This design comes from an exercise in tuning for small area, a short achievable clock period and few clock cycles on the open sky130 flow, not from production work. At most, simulation tests tie the RTL to the original design; equivalence was not proved. No driver is modelled on the clock port, so clocking that relies on it looks cheaper here than on a real chip.

// minilab_top
module minilab_top (
  input  logic        CLOCK_50,
  input  logic        KEY,
  input  logic [9:0]  SW,
  output logic        LEDR,
  output logic [6:0]  HEX0,
  output logic [6:0]  HEX1,
  output logic [6:0]  HEX2,
  output logic [6:0]  HEX3,
  output logic [6:0]  HEX4,
  output logic [6:0]  HEX5,
  output logic        mem_read,
  output logic [31:0] mem_address,
  input  logic [63:0] mem_readdata,
  input  logic        mem_readdatavalid,
  input  logic        mem_waitrequest
);
==> flow/config.mk <==
export PLATFORM = sky130hd
export DESIGN_NAME = minilab_top
export DESIGN_NICKNAME = minilab_top
export VERILOG_FILES = /design/flow/design.v
export SDC_FILE = /design/flow/constraint.sdc
export NUM_CORES = 4
export LEC_CHECK = 0
export ABC_CLOCK_PERIOD_IN_PS = 4700
export CAP_MARGIN = 20
export CORE_MARGIN = 2
export CORE_UTILIZATION = 70
export SETUP_SLACK_MARGIN = 3.3
export SLEW_MARGIN = 20
export SYNTH_HIERARCHICAL = 1
==> flow/constraint.sdc <==
create_clock -name core_clock -period 8.0 [get_ports {CLOCK_50}]
set_input_delay 1.6000 -clock core_clock [delete_from_list [all_inputs] [get_ports {CLOCK_50}]]
set_output_delay 1.6000 -clock core_clock [all_outputs]
set_load 0.01 [all_outputs]
run.sh (not shown) runs the stock make flow with config.mk's settings and CLKGATE_MAP_FILE= SYNTH_SCRIPT=/design/flow/synth_recipe.tcl, a recipe that flattens the netlist after the stock synthesis.
The starting point finished clean.
Testbench counts at the start, summed over its fixed seeds: cycles 2,661.
==> next run, changes <==
==> flow/flow/run.sh (new file) <==
#!/bin/bash
# The standard layout, except that the port buffers are buf_4 cells instead of
# the delay cells ORFS picks by default (which the timing repair, restricted to
# cells of the same footprint, cannot replace). Everything else is standard.sh.
set -euo pipefail
export BUFFER_PORTS_ARGS="-buffer_cell sky130_fd_sc_hd__buf_4"
bash standard.sh synth > standard_synth.log 2>&1
bash standard.sh > standard_layout.log 2>&1
==> flow/standard.sh (new file) <==
#!/bin/bash
# synth_recipe.tcl (not shown) runs the flow's synth.tcl, then flattens the netlist and writes it again
# the make line also repeats each setting of config.mk as NAME=value (left out here)
make -C /OpenROAD-flow-scripts/flow DESIGN_CONFIG=/design/flow/config.mk WORK_HOME=/design/flow/orfs CLKGATE_MAP_FILE= SYNTH_SCRIPT=/design/flow/synth_recipe.tcl "${@:-finish}"
Settings changed: CORE_UTILIZATION 70 to 40.
removed: flow/run.sh
Cell area rises by 1.7%.
Core utilization is lower by 34 points.
Via count drops by 6.5%.
Wire length drops by 2.3%.
Worst hold slack gets better by 0.022 ns.
Flip-flop and latch count does not change.
Non-clock buffer count falls by 16.
==> next run, changes <==
==> flow/flow/run.sh (replaced) <==
#!/bin/bash
# The standard layout, except that the port buffers are buf_1 cells instead of
# the delay cells ORFS picks by default (which the timing repair, restricted to
# cells of the same footprint, cannot replace). Everything else is standard.sh.
set -euo pipefail
export BUFFER_PORTS_ARGS="-buffer_cell sky130_fd_sc_hd__buf_1"
bash standard.sh synth > standard_synth.log 2>&1
bash standard.sh > standard_layout.log 2>&1
Effect:
- The changed run finished with timing, DRC and antenna clean
- worst setup slack loses 0.20 ns
- final cell count barely changes
- design area fell by 2.1%
- via count stays flat
==> next run, changes <==
==> flow/flow/run.sh (replaced) <==
#!/bin/bash
# The standard layout with two changes: the port buffers are buf_4 cells
# instead of the delay cells ORFS picks by default (which the timing repair,
# restricted to cells of the same footprint, cannot replace), and after clock
# tree synthesis a second setup repair runs that may change footprints.
# Everything else is standard.sh.
set -euo pipefail
export BUFFER_PORTS_ARGS="-buffer_cell sky130_fd_sc_hd__buf_4"
export POST_CTS_TCL="$PWD/flow/post_cts.tcl"
bash standard.sh synth > standard_synth.log 2>&1
bash standard.sh > standard_layout.log 2>&1
==> flow/flow/post_cts.tcl (new file) <==
# A second setup repair after the standard one, here allowed to change a
# cell's footprint (the standard repair keeps each cell's footprint).
estimate_parasitics -placement
repair_timing -setup -setup_margin $::env(SETUP_SLACK_MARGIN) -repair_tns 100 -verbose
detailed_placement
check_placement -verbose
=> Hold slack is better by 0.028 ns. Final area rises by 2.1%. Worst setup slack gains 0.20 ns. Utilization came out higher by 0.96 points. Synthesized area stays the same. Critical path depth is lower by 2.

---

## v32
Another version of the RTL of minilab_top (not shown whole).
For scale: roughly 0.024 mm2 of cells after synthesis.
clock: 8.0 ns
lec_check: 0
abc_clock_period_in_ps: 1500
cap_margin: 20
core_margin: 2
core_utilization: 40
setup_slack_margin: 3.3
slew_margin: 20
synth_hierarchical: 1
Stock flow here: none of the scripts above is used.
Testbench counts of v32, summed over its fixed seeds: cycles 2,661.
The following lists how v14 was set up differently from v32:
Settings: ABC_CLOCK_PERIOD_IN_PS: 1500 -> 4700.
Results
v14: full flow OK, the timing, DRC and antenna checks passed
Compared with v32, in v14 gate count after technology mapping roughly the same; I/O pin count ~0 delta; cell area did not really move; average wire length per cell after detail routing was more or less identical.
Re sum of routed wire length over all layers: no difference whatsoever between v14 and v32.
Share of final-layout standard cells stronger than drive strength 1: v14 vs v32, no meaningful difference

---

delta:
RTL: one of the versions met above, not the one the previous note started from.
For scale: ~270 flip-flops, ~24000 um2 of cells after synthesis.
Settings: LEC_CHECK=0, ABC_CLOCK_PERIOD_IN_PS=4700, CAP_MARGIN=20, CORE_MARGIN=2, CORE_UTILIZATION=40, SETUP_SLACK_MARGIN=3.3, SLEW_MARGIN=20, SYNTH_HIERARCHICAL=1; clock period 8.0 ns.
standard.sh (not shown) runs the stock make flow with config.mk's settings and CLKGATE_MAP_FILE= SYNTH_SCRIPT=/design/flow/synth_recipe.tcl, a recipe that flattens the netlist after the stock synthesis.
==> flow/flow/run.sh <==
#!/bin/bash
# The standard layout, except that the port buffers are buf_2 cells instead of
# the delay cells ORFS picks by default (which the timing repair, restricted to
# cells of the same footprint, cannot replace). Everything else is standard.sh.
set -euo pipefail
export BUFFER_PORTS_ARGS="-buffer_cell sky130_fd_sc_hd__buf_2"
bash standard.sh synth > standard_synth.log 2>&1
bash standard.sh > standard_layout.log 2>&1
In summary, delta completed successfully, with a layout that passed the timing, DRC and antenna checks.
Testbench counts of delta, summed over its fixed seeds: cycles 2,661.
Modified inputs, amber compared to delta
Settings: SETUP_SLACK_MARGIN: 3.3 -> 3.0.
==> flow/run.sh (new file) <==
#!/bin/bash
# synth_recipe.tcl (not shown) runs the flow's synth.tcl, then flattens the netlist and writes it again
# the make line also repeats each setting of config.mk as NAME=value (left out here)
make -C /OpenROAD-flow-scripts/flow DESIGN_CONFIG=/design/flow/config.mk WORK_HOME=/design/flow/orfs CLKGATE_MAP_FILE= SYNTH_SCRIPT=/design/flow/synth_recipe.tcl finish
removed: flow/flow/run.sh
removed: flow/standard.sh
[summary]
- Global-route met2 utilization in amber vs delta: up 1.9 points
- delta -> amber: synthesis-to-layout area growth flat
- Going from delta to amber, final cell count roughly the same; layout net count roughly the same; fraction of area in registers roughly the same.
### amber -> juniper
Settings: CORE_UTILIZATION now 60, was 40; SETUP_SLACK_MARGIN now 3.3, was 3.0.
--- outcome ---
- Final cycle utilization of the critical path in juniper vs amber: down 0.72 points
- The number of nets in the final layout of juniper exceeds that of amber by about 0.9%.
- Fraction of final layout cells with drive strength greater than 1 ends up higher on juniper.
- Relative to amber, the sequential share of cell area of juniper is lower by 0.20 points.
- Looking at detailed-placement wirelength estimate, juniper sits below amber.
- Buffering overhead: juniper vs amber down 0.19 points
- Summary of juniper over amber: slew of the pin with the lowest slew margin +0.11 ns, non-clock buffer count now sits higher.

---

## green
Another version of the RTL of minilab_top (not shown whole).
Size: ~1,900 cells after synthesis, about 150 I/O pins, about 24,000 µm² of cells after synthesis.
Settings: LEC_CHECK=0, CAP_MARGIN=20, CORE_MARGIN=2, CORE_UTILIZATION=40, SLEW_MARGIN=20, SYNTH_HIERARCHICAL=1; clock period 8.0 ns.
run.sh (not shown) runs the stock make flow with config.mk's settings and CLKGATE_MAP_FILE= SYNTH_SCRIPT=/design/flow/synth_recipe.tcl, a recipe that flattens the netlist after the stock synthesis.
Stock flow here: none of the scripts above is used.
Testbench counts of green, summed over its fixed seeds: cycles 2,661.
Input-level comparison between orange and green:
Settings: SETUP_SLACK_MARGIN now 3.3, previously not set; ABC_CLOCK_PERIOD_IN_PS now 4700, previously not set.
### Flow results
Re sequential share of layout area: orange is 2.3 points down on green.
[orange] number of clock buffers in the layout rose 3 relative to green
Diff green -> orange | total length of routed met3 wires | down by a few percent
orange vs green: buffer share of cell area up in orange
orange vs green — maximum clock frequency climbed by more than a quarter
On slack of the critical path: between green and orange, it ends up higher for orange.
Design area was lower in the run labelled green.
The detailed-route vias per instance of orange exceeds that of green by 1.8%.
Looking at global-route usage, orange sits above green.

---

minilab_top, a different RTL version from the one above (not shown whole).
For scale: ~300 flip-flops, ~24000 µm² of cells after synthesis.
make LEC_CHECK=0 ABC_CLOCK_PERIOD_IN_PS=4500 CAP_MARGIN=20 CORE_MARGIN=2 CORE_UTILIZATION=40 SETUP_SLACK_MARGIN=3.4 SLEW_MARGIN=20 SYNTH_HIERARCHICAL=1 finish   # period 8.0 ns
Then changed:
Settings changed: CORE_UTILIZATION 40 to 65.
What happened: The changed run completed without violations; via count is about the same; fmax fell by 1.1%; synthesized cell count does not change; area after synthesis stays the same; hold slack degrades by 0.029 ns; die area decreases by about 40%; wire length decreases by about 4.6%.
Function was not checked in any run of this note: the RTL went through the layout flow alone.

---

Setup of JK:
Another version of the RTL of minilab_top (not shown whole).
For scale: about 1800 cells after synthesis, about 300 flip-flops, roughly 150 I/O pins, ~24000 µm² of cells after synthesis.
==> flow/design.v (excerpt) <==
module minilab_top (
  input  logic        CLOCK_50,
  input  logic        KEY,
  input  logic [9:0]  SW,
  output logic        LEDR,
  output logic [6:0]  HEX0,
  output logic [6:0]  HEX1,
  output logic [6:0]  HEX2,
  output logic [6:0]  HEX3,
  output logic [6:0]  HEX4,
  output logic [6:0]  HEX5,
  output logic        mem_read,
  output logic [31:0] mem_address,
  input  logic [63:0] mem_readdata,
  input  logic        mem_readdatavalid,
  input  logic        mem_waitrequest
);
clock: 8.0 ns
lec_check: 0
abc_clock_period_in_ps: 4700
cap_margin: 20
core_margin: 2
core_utilization: 40
setup_slack_margin: 3.6
slew_margin: 20
synth_hierarchical: 1
In summary, JK completed successfully, with a layout that passed the timing, DRC and antenna checks.
### JK -> MS
Settings: SETUP_SLACK_MARGIN changed from 3.6 to 3.3.
### Flow results
MS -> JK: post-synthesis instance area delta 0, exact match
MS ends up with a routed wire length that is 3300 µm higher than in JK.
MS vs JK — fill cell total of the finished layout climbed slightly
MS against JK: smallest setup slack after layout held steady, global-route wire length before repair grew by about 2.5%, amount of wire on met2 after detailed routing grew by 3.1%.
No functional check of the RTL was part of any run of this note.

---

## try-garnet
minilab_top with an RTL version that a note above also has.
Size in the first run: roughly 270 flip-flops, about 150 I/O pins, roughly 24,000 sq um of cells after synthesis.
Design minilab_top, start of the top module:
module minilab_top (
  input  logic        CLOCK_50,
  input  logic        KEY,
  input  logic [9:0]  SW,
  output logic        LEDR,
  output logic [6:0]  HEX0,
  output logic [6:0]  HEX1,
  output logic [6:0]  HEX2,
  output logic [6:0]  HEX3,
  output logic [6:0]  HEX4,
  output logic [6:0]  HEX5,
  output logic        mem_read,
  output logic [31:0] mem_address,
  input  logic [63:0] mem_readdata,
  input  logic        mem_readdatavalid,
  input  logic        mem_waitrequest
);
==> flow/config.mk <==
export PLATFORM = sky130hd
export DESIGN_NAME = minilab_top
export DESIGN_NICKNAME = minilab_top
export VERILOG_FILES = /design/flow/design.v
export SDC_FILE = /design/flow/constraint.sdc
export NUM_CORES = 4
export LEC_CHECK = 0
export ABC_CLOCK_PERIOD_IN_PS = 4700
export CAP_MARGIN = 20
export CORE_MARGIN = 2
export CORE_UTILIZATION = 40
export CTS_BUF_LIST = sky130_fd_sc_hd__clkbuf_4 sky130_fd_sc_hd__clkbuf_8
export SETUP_SLACK_MARGIN = 3.3
export SLEW_MARGIN = 20
export SYNTH_HIERARCHICAL = 1
==> flow/constraint.sdc <==
create_clock -name core_clock -period 8.0 [get_ports {CLOCK_50}]
set_input_delay 1.6000 -clock core_clock [delete_from_list [all_inputs] [get_ports {CLOCK_50}]]
set_output_delay 1.6000 -clock core_clock [all_outputs]
set_load 0.01 [all_outputs]
Testbench counts of try-garnet, summed over its fixed seeds: cycles 2,661.
Input-level comparison between try-lagoon and try-garnet:
Settings: CTS_BUF_LIST: sky130_fd_sc_hd__clkbuf_4 sky130_fd_sc_hd__clkbuf_8 -> unset.
--- outcome ---
try-lagoon finished every stage and its layout cleared the timing, DRC and antenna checks.
Looking at maximum level of the CTS H-tree, try-lagoon sits below try-garnet.
try-lagoon does better than try-garnet on final worst-path setup slack.
On die area, try-garnet and try-lagoon are basically level.
When the final numbers for try-garnet and try-lagoon were put side by side, the count of clock-buffer cells in the layout turned out to be greater in try-garnet.
There was hardly any difference in final area between try-garnet and try-lagoon.
The relative area change from synthesis to final layout reported for try-lagoon is smaller than that of try-garnet by 0.27 points.
On final cycle utilization of the critical path, try-lagoon tracks try-garnet almost exactly.
Count of nets after finishing, try-lagoon vs try-garnet: down slightly
Max cell count along the critical path across try-garnet and try-lagoon: try-garnet
Inputs modified between try-lagoon and try-tundra:
Settings: putting CTS_BUF_LIST at sky130_fd_sc_hd__clkbuf_8 where nothing was set; putting CTS_CLUSTER_SIZE at 30 where nothing was set.
### Flow results
Looking at try-tundra and try-lagoon, the worst hold slack is a wash.
Diff try-lagoon -> try-tundra: number of cells upsized or downsized after cts shrank by 0.62%, wire length of the first global-routing pass grew by about 0.55%.
From try-lagoon to try-tundra the numbers moved as follows: number of tap instances was more or less identical, met3 wire length went up by about 9%, number of signal-net buffers in the layout went up by 2.
There was hardly any difference in design area between try-lagoon and try-tundra.
[diff] via count, try-tundra relative to try-lagoon: regression

## re-timing with driven ports
The results above use ideal ports. As a check the final layouts listed here were re-extracted and re-timed, cells and wires unchanged.
Step 1 sets driving cells, clkbuf_16 on the clock port and buf_2 on the other inputs (assumed; they add their load-dependent delay and slew).
Step 2 moves the port delays by t, midway between the first and last clock arrival at a register: inputs arrive t later, outputs are due t later. That takes back most of the time a late clock gives input paths.
Three values: no drivers, after step 1, after step 2; two values: the first two.
run | shift t [ns] | slack for setup (ns) | worst data-port slew with drivers (ns)
the first run of note 1 | 0.607 | 2.724 / 2.609 / 2.609 | 0.11
the second run of note 1 | 0.651 | 3.008 / 2.550 / 2.550 | 0.53
the third run of note 1 | 0.645 | 2.811 / 2.739 / 2.710 | 0.11
the fourth run of note 1 | 0.653 | 3.010 / 2.539 / 2.539 | 0.54
v32 | 0.605 | 2.926 / 2.669 / 2.669 | 0.27
v14 | 0.605 | 2.926 / 2.669 / 2.669 | 0.27
delta | 0.641 | 2.868 / 2.615 / 2.615 | 0.27
amber | 0.659 | 2.827 / 2.551 / 2.390 | 0.30
juniper | 0.617 | 2.884 / 2.629 / 2.629 | 0.27
green | 0.603 | 1.331 / 1.293 / 1.293 | 0.05
orange | 0.601 | 2.869 / 2.786 / 2.741 | 0.20
the first run of note 5 | 0.618 | 2.690 / 2.477 / 2.477 | 0.23
the second run of note 5 | 0.631 | 2.632 / 2.499 / 2.499 | 0.20
JK | 0.588 | 2.791 / 2.701 / 2.701 | 0.10
MS | 0.595 | 2.794 / 2.599 / 2.599 | 0.20
try-garnet | 0.653 | 2.896 / 2.654 / 2.654 | 0.26
try-lagoon | 0.648 | 2.906 / 2.668 / 2.668 | 0.25
try-tundra | 0.657 | 2.898 / 2.658 / 2.658 | 0.25
After both steps every run listed still meets setup and hold. For the fourth run of note 1, which loses most, drivers alone change the setup slack by -0.471 ns; drivers and shift together by -0.471 ns.
